What follows belongs to an exercise in optimizing a design on an open flow for small area, a short achievable clock period and few clock cycles per item; a production flow would make more cautious choices.
Function was checked by simulation only, so behaviour that the tests miss may differ from the original.
Power is estimated from default activity; no workload was simulated.

==> flow/design.v, too long to show whole: its modules and the start of the top module <==
// module conv_loader: 60 lines
// module conv_sequencer: 110 lines
// module conv_mac: 3836 lines
// module result_fifo: 54 lines
// module conv_top: 86 lines
module conv_top (
    input  logic        clk,
    input  logic        reset,
    input  logic [7:0]  in_data,
    input  logic [3:0]  in_user,
    input  logic        in_valid,
    output logic        in_ready,
    output logic [20:0] out_data,
    output logic        out_valid,
    input  logic        out_ready
);
  // ...
==> flow/flow/run.sh <==
#!/bin/bash
# The standard layout with two changes: Yosys's synth runs without its
# quick ABC pass (-noabc), so the full adders it extracts keep their polarity
# and need fewer inverters (ORFS's own ABC mapping still runs afterwards), and
# timing repair aims at a 3.1 ns path instead of 4 ns. The clock period and
# constraints stay the design's.
set -euo pipefail
W=$(pwd)
sed 's/yosys synth -nofsm -noshare /yosys synth -nofsm -noshare -noabc /' synth_recipe.tcl > "$W/noabc_synth.tcl"
sed "s#SYNTH_SCRIPT=[^ ]*#SYNTH_SCRIPT=$W/noabc_synth.tcl#" standard.sh > "$W/noabc_standard.sh"
grep -q "SYNTH_SCRIPT=$W/noabc_synth.tcl" "$W/noabc_standard.sh"
export SETUP_SLACK_MARGIN=5.9
bash "$W/noabc_standard.sh" > standard.log 2>&1
==> flow/standard.sh <==
#!/bin/bash
# synth_recipe.tcl (not shown) runs the flow's synth.tcl, then flattens the netlist and writes it again
# the make line also repeats each setting of config.mk as NAME=value (left out here)
make -C /OpenROAD-flow-scripts/flow DESIGN_CONFIG=/design/flow/config.mk WORK_HOME=/design/flow/orfs CLKGATE_MAP_FILE= SYNTH_SCRIPT=/design/flow/synth_recipe.tcl "${@:-finish}"
==> flow/config.mk <==
export PLATFORM = sky130hd
export DESIGN_NAME = conv_top
export DESIGN_NICKNAME = conv_top
export VERILOG_FILES = /design/flow/design.v
export SDC_FILE = /design/flow/constraint.sdc
export NUM_CORES = 4
export LEC_CHECK = 0
export CAP_MARGIN = 20
export CORE_MARGIN = 2
export CORE_UTILIZATION = 40
export CTS_CLUSTER_DIAMETER = 120
export CTS_CLUSTER_SIZE = 20
export SLEW_MARGIN = 20
==> flow/constraint.sdc <==
create_clock -name core_clock -period 9.0 [get_ports {clk}]
set_input_delay 1.8000 -clock core_clock [delete_from_list [all_inputs] [get_ports {clk}]]
set_output_delay 1.8000 -clock core_clock [all_outputs]
set_load 0.01 [all_outputs]
==> run summary, run 1 <==
====================================================================
Delay of the slowest cell on the worst path                  0.56 ns
Plain + repair buffers                                           153
Register Area                                            0.01990 mm2
Clk tree area frac                                            2.903%
Well Taps                                                       1368
Busiest layer in global routing                                 met2
Comb_multi_in                                                   2013
Count of flip-flops and latches                                  760
Met3 wire length                                             8661 um
Mapped Cells                                                    3076
Final sum of negative setup slack                               0 ns
Top-Level Pins                                                    39
Floorplan row count                                              117
Worst Setup EP                                          u_conv_mac.r1_4_4
Outcome                                                 finished clean
Number of gates resized after cts                                121
Type of the most critical hold path                       reg -> reg
Worst reg2reg path startpoint                           u_conv_loader.w[5][3]
Biggest area consumer among cell classes                multi-input combinational cells
Flip-flop cell with the highest count after synthesis   sky130_fd_sc_hd__edfxtp_1
CP Class                                                  reg -> reg
Worst slack after detailed placement                        3.678 ns
WL final                                                   103600 um
Number of nets with antenna violations after routing               0
End of the worst register-to-register path              u_conv_mac.r1_4_4
====================================================================
Testbench counts, summed over its fixed seeds: cycles 10,425, frames 128.
==> run 2: changes to the inputs <==
--- a/flow/config.mk
+++ b/flow/config.mk
@@ -7,2 +7,3 @@
 export LEC_CHECK = 0
+export ABC_CLOCK_PERIOD_IN_PS = 3000
 export CAP_MARGIN = 20
@@ -12,2 +13,3 @@
 export CTS_CLUSTER_SIZE = 20
+export PLACE_DENSITY = 0.75
 export SLEW_MARGIN = 20
==> run 2 against run 1 <==
Against the previous run:
- global-route usage fell by 0.79 points
- via count rose by 2.4%
- highest routed layer unchanged
- critical path depth rose by 1
- combinational power rose by 3.8%
- still clean
- largest power group unchanged
- cell count rose by 0.22%
- routed wire length fell by 2.1%
- utilization rose by 0.23 points
- total power rose by 1.8%
- maximum frequency fell by 1.5%
- synthesized cell count did not move
- clock power fell by 2%
==> run summary, run 2 <==
=====================================================================================
Outcome                                                                  finished clean   unchanged
Area Growth Syn to Fin                                                         11.83%   was 11.26%
Flip-flop cell with the highest count after synthesis                    sky130_fd_sc_hd__edfxtp_1   unchanged
Chip width                                                                   325.0 um   unchanged
Max Slew Vio Count                                                                  0   unchanged
Clock root buffer                                                        sky130_fd_sc_hd__clkbuf_16   unchanged
Clock-pin slew on the worst setup and hold paths                              0.09 ns   was 0.08 ns
Count of routing violations after the opening detailed-route iteration           2336   was 2097
Max-slew headroom at the worst pin                                             37.57%   was 27.35%
Maximum net fanout on the critical path                                             3   was 6
Final min period                                                             3.157 ns   was 3.108 ns
Netlist cell types                                                                 66   unchanged
Largest register FFs                                                              224   unchanged
Post-CTS Hold Buffers                                                               0   unchanged
Register Area                                                             0.01989 mm2   was 0.01990 mm2
Number of antenna violations at the first check in global routing                   4   was 3
Port Buf Inserts                                                                   37   unchanged
Floorplan row count                                                               117   unchanged
Sequence of cells on the critical path                                   buf_6 > and2_4 > fa_1 > inv_1 > fa_2 > fa_1 > fa_1   was buf_2 > and2_1 > fa_1 > fa_1 > fa_1 > fa_1
Nature of the critical path endpoint                                         register   unchanged
Total buffers and inverters traversed by the critical path                          2   was 1
Combined area of the multi-input logic cells                              0.02080 mm2   was 0.02073 mm2
Largest register by flop count                                           u_conv_loader.sr   unchanged
Type of the most critical hold path                                        reg -> reg   unchanged
Crit path top cell by count                                              sky130_fd_sc_hd__fa_1   unchanged
Slew at the pin with the worst max-slew slack                               0.9365 ns   was 1.090 ns
Top-Level Pins                                                                     39   unchanged
Post-Route Hold Slack                                                       0.3329 ns   was 0.3295 ns
Leading cell type in the layout, fill and taps excluded                  sky130_fd_sc_hd__fa_1   unchanged
Number of hold violations in the final report                                       0   unchanged
Critical path required time                                                   9.51 ns   was 9.47 ns
Async S/R FF share, synth                                                          0%   unchanged
Via count                                                                       24090   was 23530
Combined area of all synthesized cells                                    0.04122 mm2   unchanged
Peak Freq                                                                   316.7 MHz   was 321.7 MHz
Delay of the slowest cell on the worst path                                   0.64 ns   was 0.56 ns
Vertical die dimension                                                       325.0 um   unchanged
Yosys top cell by area                                                   sky130_fd_sc_hd__edfxtp_1   unchanged
Global-route wire length before repair                                      152900 um   was 157200 um
Mapped Nets                                                                      3718   unchanged
Number of enable flip-flop cells after synthesis                                  465   unchanged
Overall global routing resource usage                                          19.08%   was 19.86%
CTS H-tree depth                                                                    2   unchanged
Share of the yosys chip area belonging to registers                            48.20%   unchanged
Number of sinks handled by clock tree synthesis                                   760   unchanged
Setup repair after global routing missed its margin                              true   unchanged
Mapped Cells                                                                     3076   unchanged
Remaining Overflow, GRT                                                             0   unchanged
Synthesized area divided by synthesized cell count                          13.40 um2   unchanged
Clock Tree Buf Depth                                                                3   unchanged
Endpoints failing setup                                                             0   unchanged
Commonest cells post-synth                                               567 x sky130_fd_sc_hd__fa_1, 493 x sky130_fd_sc_hd__and2_1, 465 x sky130_fd_sc_hd__edfxtp_1, 295 x sky130_fd_sc_hd__dfxtp_1, 269 x sky130_fd_sc_hd__nand2_1   unchanged
Worst-Skew Late Latency                                                       0.61 ns   was 0.63 ns
Top library cells by usage in the layout, fill and taps aside            539 x sky130_fd_sc_hd__fa_1, 476 x sky130_fd_sc_hd__and2_1, 465 x sky130_fd_sc_hd__edfxtp_1   was 542 x sky130_fd_sc_hd__fa_1, 484 x sky130_fd_sc_hd__and2_1, 465 x sky130_fd_sc_hd__edfxtp_1
Share of the synthesized area in the top cell type                             33.88%   unchanged
Largest registers in the final layout                                    u_conv_loader.sr: 224 flops, u_conv_loader.w: 128 flops, u_result_fifo.mem: 84 flops   unchanged
Post-route cell area                                                      0.04609 mm2   was 0.04586 mm2
Die ar.                                                                    0.1056 mm2   unchanged
Placement Cell Area                                                       0.04327 mm2   was 0.04326 mm2
Tot Pwr                                                                      15.13 mW   was 14.85 mW
Share of final-layout standard cells stronger than drive strength 1            12.24%   was 11.51%
Synth Warn #                                                                        8   unchanged
CP Class                                                                   reg -> reg   unchanged
Core Footprint                                                             0.1020 mm2   unchanged
VDD IR max                                                                  0.3453 mV   was 0.3286 mV
Most instantiated library cell after synthesis                           sky130_fd_sc_hd__fa_1   unchanged
Final sum of negative setup slack                                                0 ns   unchanged
Leakage Power                                                                17.88 nW   was 17.78 nW
Number of filler instances in the final layout                                   8870   was 9213
CTS buffer count                                                                   44   unchanged
Clock tree from TritonCTS                                                         yes   unchanged
Power density over the cells                                             328.1 mW/mm2   was 323.9 mW/mm2
Routed via count divided by cell count                                          5.234   was 5.125
Max-cap violations                                                                  0   unchanged
Register bit count reported by yosys                                              760   unchanged
WL final                                                                    101400 um   was 103600 um
Starting utilization of the core area                                          40.40%   unchanged
HPWL after DPL                                                               75430 um   was 78780 um
GP Congestion                                                                  0.9649   was 0.9066
Number of nets at the end of the flow                                            3843   was 3831
Leading cell types by total area after synthesis                         sky130_fd_sc_hd__edfxtp_1 34%, sky130_fd_sc_hd__fa_1 28%, sky130_fd_sc_hd__dfxtp_1 14%   unchanged
Launching element type of the critical path                                  register   unchanged
Pin count of the biggest net entering global routing                               92   unchanged
First-pass iteration count of the detailed router                                   6   was 5
Number of nets with antenna violations after routing                                0   unchanged
Average wire length per cell after detail routing                            22.04 um   was 22.55 um
Share of the clock period used by the worst path after layout                  35.08%   was 34.54%
Worst clock skew on the final layout                                       0.03087 ns   was 0.03204 ns
Number of antenna diodes                                                            0   was 1
Number of global-route vias before repair                                       25110   was 24620
Master of the slowest instance on the critical path                      sky130_fd_sc_hd__fa_1   unchanged
Number of DRC violations after detailed routing                                     0   unchanged
Worst endpoint data arrival time                                              3.67 ns   was 3.58 ns
Kind of cell adding the most delay to the critical path                   adder cells   unchanged
=====================================================================================
[run 2: what timing repair did]
item / in CTS / in global routing
cloned: 1 / 0
setup buffers: 65 / 50
endpoints found under the setup margin: 526 / 239
resized for setup: 100 / 105
pin swaps: 14 / 62
[run 2: worst reg2reg max path: cells and delay by family (launching register included)]
kind / cells / cell delay [ns]
DFF: 1 / 0.43
and+or+nand+nor: 1 / 0.16
adders and majority gates: 4 / 2.25
buffers and inverters: 2 / 0.22
[run 2: report_power, final]
part           internal, mW  switching (mW)
registers              4.72           0.301
logic                  3.52            4.49
clock network         0.975            1.12
total                  9.21            5.91
[run 2: final timing paths]
kind,from,endpoint,slack [ns],cells after the start
worst max-delay path,u_conv_loader.w[2][2],u_conv_mac.r1_9_11,5.84,7
worst min register to register,u_conv_mac.r1_0_1,u_conv_mac.r2_0_1,0.33,0
worst max register to register,u_conv_loader.w[2][2],u_conv_mac.r1_9_11,5.84,7
worst min-delay path,u_conv_mac.r1_0_1,u_conv_mac.r2_0_1,0.33,0
[run 2: logic make-up (layout without fill, tap and decap cells)]
kind of cell / Yosys count / count (layout) / share of synthesized area, %
mux: 75 / 75 / 1.967
compound gates: 293 / 293 / 4.301
flops: 760 / 760 / 48.20
buf+inv: 303 / 461 / 2.805
xor+xnor: 30 / 30 / 0.6375
fa+ha+maj: 626 / 626 / 29.33
simple gates: 989 / 989 / 12.76
[run 2: per-stage QoR]
stage / util (%) / worst slack [ns] / cells
5_1_grt: 45.18 / 5.800 / 4602
6_report: 45.18 / 5.843 / 4602
3_3_place_gp: 42.41 / 3.807 / 4407
3_5_place_dp: 42.41 / 3.686 / 4407
2_1_floorplan: - / 5.559 / 3076
4_1_cts: 44.48 / 5.861 / 4552
[run 2: area by class of cell]
| cell class | count | share of cell area [%] |
|---|---|---|
| inverter | 216 | 1.824 |
| clock inverter | 3 | 0.08958 |
| timing repair inverter | 1 | 0.01900 |
| clock buffer | 76 | 2.763 |
| sequential | 760 | 43.16 |
| multi-input combinational | 2013 | 45.12 |
| timing repair buffer | 165 | 3.312 |
| tap | 1368 | 3.713 |
[run 2: per-layer routing]
layer / share of wire [%] / GRT usage (%) / up-vias
met5: 0.015 / 0 / -
met4: 4.3 / 7.186 / 2
met3: 10 / 5.055 / 258
met2: 46 / 30.51 / 1146
met1: 39 / 24.95 / 12350
li1: - / - / 10330
==> run 3: changes to the inputs <==
--- a/flow/config.mk
+++ b/flow/config.mk
@@ -13,3 +13,2 @@
 export CTS_CLUSTER_SIZE = 20
-export PLACE_DENSITY = 0.75
 export SLEW_MARGIN = 20
==> run 3 against run 2 <==
Against the previous run:
- largest cell class unchanged
- worst setup slack improved by 0.049 ns
- count of clock-buffer cells in the layout increased by 1
- flip-flop and latch count unchanged
- still clean on timing, DRC and antenna
- total power decreased by 1.8%
- hold slack got worse by 0.0034 ns
- global-route usage increased by 0.79 points
- first-iteration DRC count decreased by 10%
- utilization decreased by 0.23 points
- critical endpoint is now u_conv_mac.r1_4_4
- critical path type unchanged
- clock skew increased by 0.0012 ns
- synthesized cell count unchanged
- sequential share of layout area increased by 0.24 points
- clock power increased by 2%
==> run summary, run 3 <==
=====================================================================================
Outcome                                                                  finished clean   unchanged
Yosys top cell by area                                                   sky130_fd_sc_hd__edfxtp_1   unchanged
Slew at the pin with the worst max-slew slack                                1.090 ns   was 0.9365 ns
Final sum of negative setup slack                                                0 ns   unchanged
Top-Level Pins                                                                     39   unchanged
Largest register by flop count                                           u_conv_loader.sr   unchanged
Final min period                                                             3.108 ns   was 3.157 ns
Flip-flop cell with the highest count after synthesis                    sky130_fd_sc_hd__edfxtp_1   unchanged
Mapped Nets                                                                      3718   unchanged
Number of nets at the end of the flow                                            3831   was 3843
Average wire length per cell after detail routing                            22.55 um   was 22.04 um
Number of sinks handled by clock tree synthesis                                   760   unchanged
Proportion of power drawn by the clock network                                  14.3%   was 13.8%
Endpoints failing setup                                                             0   unchanged
Count of routing violations after the opening detailed-route iteration           2097   was 2336
Clock Tree Buf Depth                                                                3   unchanged
Clock tree from TritonCTS                                                         yes   unchanged
Cell-internal power                                                          9.076 mW   was 9.215 mW
Flop pwr share                                                                  33.6%   was 33.2%
HPWL after DPL                                                               78780 um   was 75430 um
Maximum net fanout on the critical path                                             6   was 3
Share of final-layout standard cells stronger than drive strength 1            11.51%   was 12.24%
Placement Cell Area                                                       0.04326 mm2   was 0.04327 mm2
VDD IR max                                                                  0.3286 mV   was 0.3453 mV
Worst reg2reg path startpoint                                            u_conv_loader.w[5][3]   was u_conv_loader.w[2][2]
Launching element type of the critical path                                  register   unchanged
Remaining Overflow, GRT                                                             0   unchanged
Starting utilization of the core area                                          40.40%   unchanged
Largest register FFs                                                              224   unchanged
First-pass iteration count of the detailed router                                   5   was 6
Met3 global-route usage                                                        3.964%   was 5.055%
Worst Setup EP                                                           u_conv_mac.r1_4_4   was u_conv_mac.r1_9_11
Number of nets with antenna violations after routing                                0   unchanged
Share of the synthesized area in the top cell type                             33.88%   unchanged
Post-route cell area                                                      0.04586 mm2   was 0.04609 mm2
Worst clock skew on the final layout                                       0.03204 ns   was 0.03087 ns
Critical path launch point                                               u_conv_loader.w[5][3]   was u_conv_loader.w[2][2]
Critical path required time                                                   9.47 ns   was 9.51 ns
Register-to-register path setup slack                                         5.89 ns   was 5.84 ns
Most instantiated library cell after synthesis                           sky130_fd_sc_hd__fa_1   unchanged
Vertical die dimension                                                       325.0 um   unchanged
Global-route wire length before repair                                      157200 um   was 152900 um
Largest registers in the final layout                                    u_conv_loader.sr: 224 flops, u_conv_loader.w: 128 flops, u_result_fifo.mem: 84 flops   unchanged
Combinational cell fraction of total power                                      52.0%   was 53.0%
Switching portion of total power                                               38.90%   was 39.08%
Cell depth of the worst flop-to-flop path                                           6   was 7
Leading cell types by total area after synthesis                         sky130_fd_sc_hd__edfxtp_1 34%, sky130_fd_sc_hd__fa_1 28%, sky130_fd_sc_hd__dfxtp_1 14%   unchanged
Chip width                                                                   325.0 um   unchanged
CTS buffer count                                                                   44   unchanged
Core Footprint                                                             0.1020 mm2   unchanged
Register bit count reported by yosys                                              760   unchanged
Type of the most critical hold path                                        reg -> reg   unchanged
Nature of the critical path endpoint                                         register   unchanged
Top library cells by usage in the layout, fill and taps aside            542 x sky130_fd_sc_hd__fa_1, 484 x sky130_fd_sc_hd__and2_1, 465 x sky130_fd_sc_hd__edfxtp_1   was 539 x sky130_fd_sc_hd__fa_1, 476 x sky130_fd_sc_hd__and2_1, 465 x sky130_fd_sc_hd__edfxtp_1
Met2 track utilization from global routing                                     31.36%   was 30.51%
Via count                                                                       23530   was 24090
Area Growth Syn to Fin                                                         11.26%   was 11.83%
Clock-pin slew on the worst setup and hold paths                              0.08 ns   was 0.09 ns
Worst endpoint data arrival time                                              3.58 ns   was 3.67 ns
Leakage Power                                                                17.78 nW   was 17.88 nW
Number of global-route vias before repair                                       24620   was 25110
Mapped Cells                                                                     3076   unchanged
Met1 usage                                                                     28.21%   was 24.95%
Worst-Skew Late Latency                                                       0.63 ns   was 0.61 ns
Share of the yosys chip area belonging to registers                            48.20%   unchanged
Pin count of the biggest net entering global routing                               92   unchanged
CP Class                                                                   reg -> reg   unchanged
Max-cap violations                                                                  0   unchanged
Peak Freq                                                                   321.7 MHz   was 316.7 MHz
Synth Warn #                                                                        8   unchanged
CTS H-tree depth                                                                    2   unchanged
Commonest cells post-synth                                               567 x sky130_fd_sc_hd__fa_1, 493 x sky130_fd_sc_hd__and2_1, 465 x sky130_fd_sc_hd__edfxtp_1, 295 x sky130_fd_sc_hd__dfxtp_1, 269 x sky130_fd_sc_hd__nand2_1   unchanged
Power density over the cells                                             323.9 mW/mm2   was 328.1 mW/mm2
Number of antenna violations at the first check in global routing                   3   was 4
Die ar.                                                                    0.1056 mm2   unchanged
Floorplan row count                                                               117   unchanged
GP Congestion                                                                  0.9066   was 0.9649
Synthesized area divided by synthesized cell count                          13.40 um2   unchanged
Share of the clock period used by the worst path after layout                  34.54%   was 35.08%
Netlist cell types                                                                 66   unchanged
Overall global routing resource usage                                          19.86%   was 19.08%
Number of enable flip-flop cells after synthesis                                  465   unchanged
Max Slew Vio Count                                                                  0   unchanged
End of the worst register-to-register path                               u_conv_mac.r1_4_4   was u_conv_mac.r1_9_11
Number of DRC violations after detailed routing                                     0   unchanged
Busiest layer in global routing                                                  met2   unchanged
Port Buf Inserts                                                                   37   unchanged
Clock root buffer                                                        sky130_fd_sc_hd__clkbuf_16   unchanged
Switching pwr                                                                5.778 mW   was 5.911 mW
Async S/R FF share, synth                                                          0%   unchanged
Routed via count divided by cell count                                          5.125   was 5.234
Leading cell type in the layout, fill and taps excluded                  sky130_fd_sc_hd__fa_1   unchanged
Combined area of all synthesized cells                                    0.04122 mm2   unchanged
WL final                                                                    103600 um   was 101400 um
Tot Pwr                                                                      14.85 mW   was 15.13 mW
Number of filler instances in the final layout                                   9213   was 8870
Number of hold violations in the final report                                       0   unchanged
Setup repair after global routing missed its margin                              true   unchanged
Max-slew headroom at the worst pin                                             27.35%   was 37.57%
=====================================================================================
==> run 3: metrics by stage <==
stage | hold WS [ns] | cells | util, % | worst slack (ns)
floorplan | 0.3096 | 3076 | - | 5.559
global placement | 0.3121 | 4406 | 42.40 | 3.664
detailed placement | 0.3132 | 4406 | 42.40 | 3.678
CTS | 0.3324 | 4559 | 44.55 | 5.866
global route | 0.3489 | 4591 | 44.94 | 5.856
finish | 0.3295 | 4592 | 44.94 | 5.892
==> run 3: critical path, stage by stage, from the launching register on <==
cell                       delay [ns]
sky130_fd_sc_hd__edfxtp_1        0.55
sky130_fd_sc_hd__buf_2           0.28
sky130_fd_sc_hd__and2_1          0.17
sky130_fd_sc_hd__fa_1            0.43
sky130_fd_sc_hd__fa_1            0.52
sky130_fd_sc_hd__fa_1            0.56
sky130_fd_sc_hd__fa_1            0.45
==> run 3: routing by layer <==
layer / share of wire, % / vias up
met5: 0.018 / -
met2: 46 / 854
li1: - / 10320
met4: 2.3 / 2
met1: 44 / 12180
met3: 8.4 / 182
==> run 3: worst min path at each step <==
stage / from / end / slack, ns / cells after the start
after detailed placement: u_conv_mac.r1_3_4 / u_conv_mac.r2_3_1 / 0.31 / 0
after CTS: u_conv_mac.r1_3_4 / u_conv_mac.r2_3_1 / 0.33 / 0
final: u_conv_mac.r1_3_4 / u_conv_mac.r2_3_1 / 0.33 / 0
after global routing: u_conv_mac.r1_1_0 / u_conv_mac.r2_1_0 / 0.35 / 0
after floorplan: u_conv_mac.r1_0_0 / u_conv_mac.r2_0_0 / 0.31 / 0
after global placement: u_conv_mac.r1_3_4 / u_conv_mac.r2_3_1 / 0.31 / 0
==> run 3: cell type report <==
| cell class | instances | area, um2 | share of cell area (%) |
|---|---|---|---|
| Clock inverter | 3 | 62.56 | 0.1364 |
| Multi-Input combinational cell | 2013 | 20730 | 45.20 |
| Antenna cell | 1 | 2.502 | 0.005457 |
| Timing Repair inverter | 1 | 8.758 | 0.01910 |
| Clock buffer | 77 | 1269 | 2.767 |
| Inverter | 216 | 830.8 | 1.812 |
| Timing Repair Buffer | 153 | 1349 | 2.941 |
| Tap cell | 1368 | 1712 | 3.732 |
| Sequential cell | 760 | 19900 | 43.39 |
==> run 3: cells by family (layout without fill, tap and decap cells) <==
kind of cell	count (synthesis)	count (layout)	share of synthesized area, %
buffers and inverters	303	450	2.805
flip-flops	760	760	48.20
XOR/XNOR	30	30	0.6375
adder cells (fa/ha/maj)	626	626	29.33
other	0	1	0
AND/OR/NAND/NOR	989	989	12.76
multiplexers	75	75	1.967
AO/OA/AOI/OAI	293	293	4.301
==> run 3: power groups by stage <==
stage / logic, mW / registers [mW] / clock network (mW)
finish: 7.73 / 5.00 / 2.13
floorplan: 5.01 / 5.04 / 0
detailed placement: 7.34 / 5.18 / 0
global placement: 7.22 / 5.17 / 0
CTS: 7.62 / 5.03 / 2.21
global route: 8.90 / 5.06 / 2.32
==> run 3: repair_timing <==
item                                    CTS  global route
resized for setup                       121            69
gates cloned                              1             0
hold buffers                              0             0
endpoints found under the setup margin  553           103
setup buffers                            72            32
pin swaps                                11            42
==> run 4: changes to the inputs <==
--- a/flow/config.mk
+++ b/flow/config.mk
@@ -12,3 +12,3 @@
 export CTS_CLUSTER_DIAMETER = 120
-export CTS_CLUSTER_SIZE = 20
+export CTS_CLUSTER_SIZE = 22
 export SLEW_MARGIN = 20
==> run 4 against run 3 <==
Against the previous run:
- still clean
- combinational power about the same
- global-route usage about the same
- sequential power about the same
- count of clock-buffer cells in the layout shrank 8
- critical path type unchanged
- largest power group unchanged
==> run summary, run 4 <==
=====================================================================================
Max-cap violations                                                                  0   unchanged
Remaining Overflow, GRT                                                             0   unchanged
Leading cell types by total area after synthesis                         sky130_fd_sc_hd__edfxtp_1 34%, sky130_fd_sc_hd__fa_1 28%, sky130_fd_sc_hd__dfxtp_1 14%   unchanged
Register-to-register path setup slack                                         5.88 ns   was 5.89 ns
Share of the yosys chip area belonging to registers                            48.20%   unchanged
Flop pwr share                                                                  33.9%   was 33.6%
Met2 track utilization from global routing                                     31.23%   was 31.36%
Synth Area in Adders                                                           29.33%   unchanged
Vertical die dimension                                                       325.0 um   unchanged
VDD IR max                                                                  0.3015 mV   was 0.3286 mV
Post-route cell area                                                      0.04578 mm2   was 0.04586 mm2
Max-slew headroom at the worst pin                                             26.31%   was 27.35%
Worst-Skew Late Latency                                                       0.61 ns   was 0.63 ns
Commonest cells post-synth                                               567 x sky130_fd_sc_hd__fa_1, 493 x sky130_fd_sc_hd__and2_1, 465 x sky130_fd_sc_hd__edfxtp_1, 295 x sky130_fd_sc_hd__dfxtp_1, 269 x sky130_fd_sc_hd__nand2_1   unchanged
Busiest layer in global routing                                                  met2   unchanged
Number of enable flip-flop cells after synthesis                                  465   unchanged
Multiplexer share of the synthesized area                                      1.967%   unchanged
Max Slew Vio Count                                                                  0   unchanged
Worst reg2reg path startpoint                                            u_conv_loader.pix[34]   was u_conv_loader.w[5][3]
Number of hold violations in the final report                                       0   unchanged
Top-Level Pins                                                                     39   unchanged
Number of cells on the worst hold path                                              0   unchanged
Final sum of negative setup slack                                                0 ns   unchanged
Power density over the cells                                             322.2 mW/mm2   was 323.9 mW/mm2
Share of final-layout standard cells stronger than drive strength 1            11.24%   was 11.51%
Outcome                                                                  finished clean   unchanged
Critical path required time                                                   9.48 ns   was 9.47 ns
Number of standard cells in the final layout excluding fillers                   4582   was 4592
Share of synthesized cell area in and, or, nand and nor gates                  12.76%   unchanged
Clock root buffer                                                        sky130_fd_sc_hd__clkbuf_16   unchanged
Register bit count reported by yosys                                              760   unchanged
Share of the clock period used by the worst path after layout                  34.68%   was 34.54%
Share of the synthesized area in the top cell type                             33.88%   unchanged
CTS H-tree depth                                                                    2   unchanged
Switching pwr                                                                5.757 mW   was 5.778 mW
Clock-pin slew on the worst setup and hold paths                              0.08 ns   about the same
Largest registers in the final layout                                    u_conv_loader.sr: 224 flops, u_conv_loader.w: 128 flops, u_result_fifo.mem: 84 flops   unchanged
Largest register by flop count                                           u_conv_loader.sr   unchanged
Leakage Power                                                                17.73 nW   was 17.78 nW
Post-CTS Hold Buffers                                                               0   unchanged
Setup repair after global routing missed its margin                              true   unchanged
Mapped Cells                                                                     3076   unchanged
CTS buffer count                                                                   42   was 44
Routed via count divided by cell count                                          5.116   was 5.125
Number of DRC violations after detailed routing                                     0   unchanged
Nature of the critical path endpoint                                         register   unchanged
Number of sinks handled by clock tree synthesis                                   760   unchanged
Type of the most critical hold path                                        reg -> reg   unchanged
Async S/R FF share, synth                                                          0%   unchanged
Number of global-route vias before repair                                       24630   was 24620
Core Footprint                                                             0.1020 mm2   unchanged
Count of routing violations after the opening detailed-route iteration           2203   was 2097
Met3 global-route usage                                                        4.177%   was 3.964%
Number of antenna violations at the first check in global routing                   2   was 3
Leading cell type in the layout, fill and taps excluded                  sky130_fd_sc_hd__fa_1   unchanged
Min-Delay Endpoint                                                       u_conv_mac.r2_3_1   unchanged
Worst endpoint data arrival time                                              3.60 ns   was 3.58 ns
Maximum net fanout on the critical path                                             8   was 6
Overall global routing resource usage                                          19.82%   was 19.86%
Main combinational cell family by area after synthesis                    adder cells   unchanged
Launching element type of the critical path                                  register   unchanged
Endpoints failing setup                                                             0   unchanged
Placement Cell Area                                                       0.04326 mm2   unchanged
Proportion of power drawn by the clock network                                  13.9%   was 14.3%
Cell-internal power                                                          8.992 mW   was 9.076 mW
Peak Freq                                                                   320.4 MHz   was 321.7 MHz
Synth Warn #                                                                        8   unchanged
Port Buf Inserts                                                                   37   unchanged
First-pass iteration count of the detailed router                                   5   unchanged
Most instantiated library cell after synthesis                           sky130_fd_sc_hd__fa_1   unchanged
Final min period                                                             3.121 ns   was 3.108 ns
Switching portion of total power                                               39.03%   was 38.90%
Pin count of the biggest net entering global routing                               92   unchanged
Mapped Nets                                                                      3718   unchanged
Combined area of all synthesized cells                                    0.04122 mm2   unchanged
Cell depth of the worst flop-to-flop path                                           5   was 6
Synthesized-area fraction occupied by ao, oa, aoi and oai cells                4.301%   unchanged
Number of nets with antenna violations after routing                                0   unchanged
Flip-flop cell with the highest count after synthesis                    sky130_fd_sc_hd__edfxtp_1   unchanged
Starting utilization of the core area                                          40.40%   unchanged
Post-placement cell count                                                        4406   unchanged
Number of nets at the end of the flow                                            3824   was 3831
Slew at the pin with the worst max-slew slack                                1.105 ns   was 1.090 ns
Combinational cell fraction of total power                                      52.2%   was 52.0%
Largest register FFs                                                              224   unchanged
Top library cells by usage in the layout, fill and taps aside            539 x sky130_fd_sc_hd__fa_1, 482 x sky130_fd_sc_hd__and2_1, 465 x sky130_fd_sc_hd__edfxtp_1   was 542 x sky130_fd_sc_hd__fa_1, 484 x sky130_fd_sc_hd__and2_1, 465 x sky130_fd_sc_hd__edfxtp_1
Via count                                                                       23440   was 23530
Synthesized area divided by synthesized cell count                          13.40 um2   unchanged
Floorplan row count                                                               117   unchanged
Met1 usage                                                                     27.97%   was 28.21%
Worst clock skew on the final layout                                       0.03360 ns   was 0.03204 ns
Average wire length per cell after detail routing                            22.47 um   was 22.55 um
Clock Tree Buf Depth                                                                3   unchanged
HPWL after DPL                                                               78780 um   unchanged
Clock tree from TritonCTS                                                         yes   unchanged
End of the worst register-to-register path                               u_conv_mac.r1_7_10   was u_conv_mac.r1_4_4
Area Growth Syn to Fin                                                         11.07%   was 11.26%
CP Class                                                                   reg -> reg   unchanged
Yosys top cell by area                                                   sky130_fd_sc_hd__edfxtp_1   unchanged
Global-route wire length before repair                                      156800 um   was 157200 um
Netlist cell types                                                                 66   unchanged
WL final                                                                    102900 um   was 103600 um
Min-delay src                                                            u_conv_mac.r1_3_4   unchanged
Post-synthesis share of cell area spent on xor and xnor gates                 0.6375%   unchanged
Die ar.                                                                    0.1056 mm2   unchanged
Chip width                                                                   325.0 um   unchanged
GP Congestion                                                                  0.9066   unchanged
=====================================================================================
run 4: critical path, cell delays in order, from the launching register on:
cell                      delay (ns)
sky130_fd_sc_hd__dfxtp_1        0.66
sky130_fd_sc_hd__and2_1         0.23
sky130_fd_sc_hd__fa_1           0.46
sky130_fd_sc_hd__fa_1           0.52
sky130_fd_sc_hd__fa_2           0.65
sky130_fd_sc_hd__fa_1           0.45
run 4: worst max-delay path by stage:
stage	start	to	slack (ns)	depth (start not counted)
finish	u_conv_loader.pix[34]	u_conv_mac.r1_7_10	5.88	5
global route	u_conv_loader.w[5][2]	u_conv_mac.r1_6_8	5.85	5
CTS	u_conv_mac.r2_13_2	u_result_fifo.rd_data[20]	5.88	9
detailed placement	in_valid	u_conv_loader.w[8][4]	3.68	5
global placement	in_valid	u_conv_loader.w[8][4]	3.66	5
floorplan	in_valid	u_conv_sequencer.cred[1]	5.56	8
run 4: final cells by class:
type / instances / area [um2]
Antenna cell: 1 / 2.502
Clock buffer: 69 / 1174
Clock inverter: 6 / 71.32
Fill cell: 9199 / 56250
Inverter: 216 / 830.8
Multi-Input combinational cell: 2013 / 20740
Sequential cell: 760 / 19890
Tap cell: 1368 / 1712
Timing Repair Buffer: 148 / 1353
Timing Repair inverter: 1 / 8.758
run 4: power by group through the flow:
stage | clock network [mW] | registers [mW] | logic (mW)
floorplan | 0 | 5.04 | 5.01
global placement | 0 | 5.17 | 7.22
detailed placement | 0 | 5.18 | 7.34
CTS | 2.11 | 5.03 | 7.63
global route | 2.23 | 5.06 | 8.89
finish | 2.05 | 5.00 | 7.71
run 4: repair_timing:
action,4_1_cts,5_1_grt
gates cloned,1,0
resized for setup,113,70
endpoints found under the setup margin,553,150
pin swaps,11,35
setup buffers,75,24
run 4: routing by layer:
metal	up-vias	wire, um
met4	0	2584
met1	12100	44800
met3	182	8509
li1	10300	-
met2	854	47050
met5	-	0
run 4: logic make-up (layout without fill, tap and decap cells):
group                    count (synthesis)  after routing
AO/OA/AOI/OAI                          293            293
XOR/XNOR                                30             30
adder cells (fa/ha/maj)                626            626
buffers and inverters                  303            440
flip-flops                             760            760
multiplexers                            75             75
other                                    0              1
AND/OR/NAND/NOR                        989            989
run 4: stage by stage:
stage	hold slack, ns	total power [mW]	setup WS (ns)	utilization, %
detailed placement	0.3132	12.52	3.678	42.40
finish	0.3323	14.75	5.879	44.87
CTS	0.3343	14.77	5.878	44.50
global placement	0.3121	12.39	3.664	42.40
global route	0.3524	16.17	5.852	44.87
floorplan	0.3096	10.05	5.559	-

==> re-timing with driven ports <==
The results above use ideal ports. As a check the final layouts listed here were re-extracted and re-timed, cells and wires unchanged.
Step 1: set_driving_cell puts a clkbuf_16 on clk and a buf_2 on each other input, an assumption about the parent block.
Step 2 moves the port delays by t, midway between the first and last clock arrival at a register: inputs arrive t later, outputs are due t later. That takes back most of the time a late clock gives input paths.
Slacks: no drivers / after step 1 / after step 2; pairs: no drivers / after step 1.
run | t (ns) | setup slack, ns | worst register clock-pin slew, ns
run 1 | 0.681 | 5.892 / 5.892 / 5.305 | 0.09 / 0.09
run 2 | 0.664 | 5.843 / 5.843 / 5.297 | 0.09 / 0.09
run 3 | 0.681 | 5.892 / 5.892 / 5.305 | 0.09 / 0.09
run 4 | 0.667 | 5.879 / 5.879 / 5.309 | 0.10 / 0.10
After both steps setup and hold are still met in every run listed.
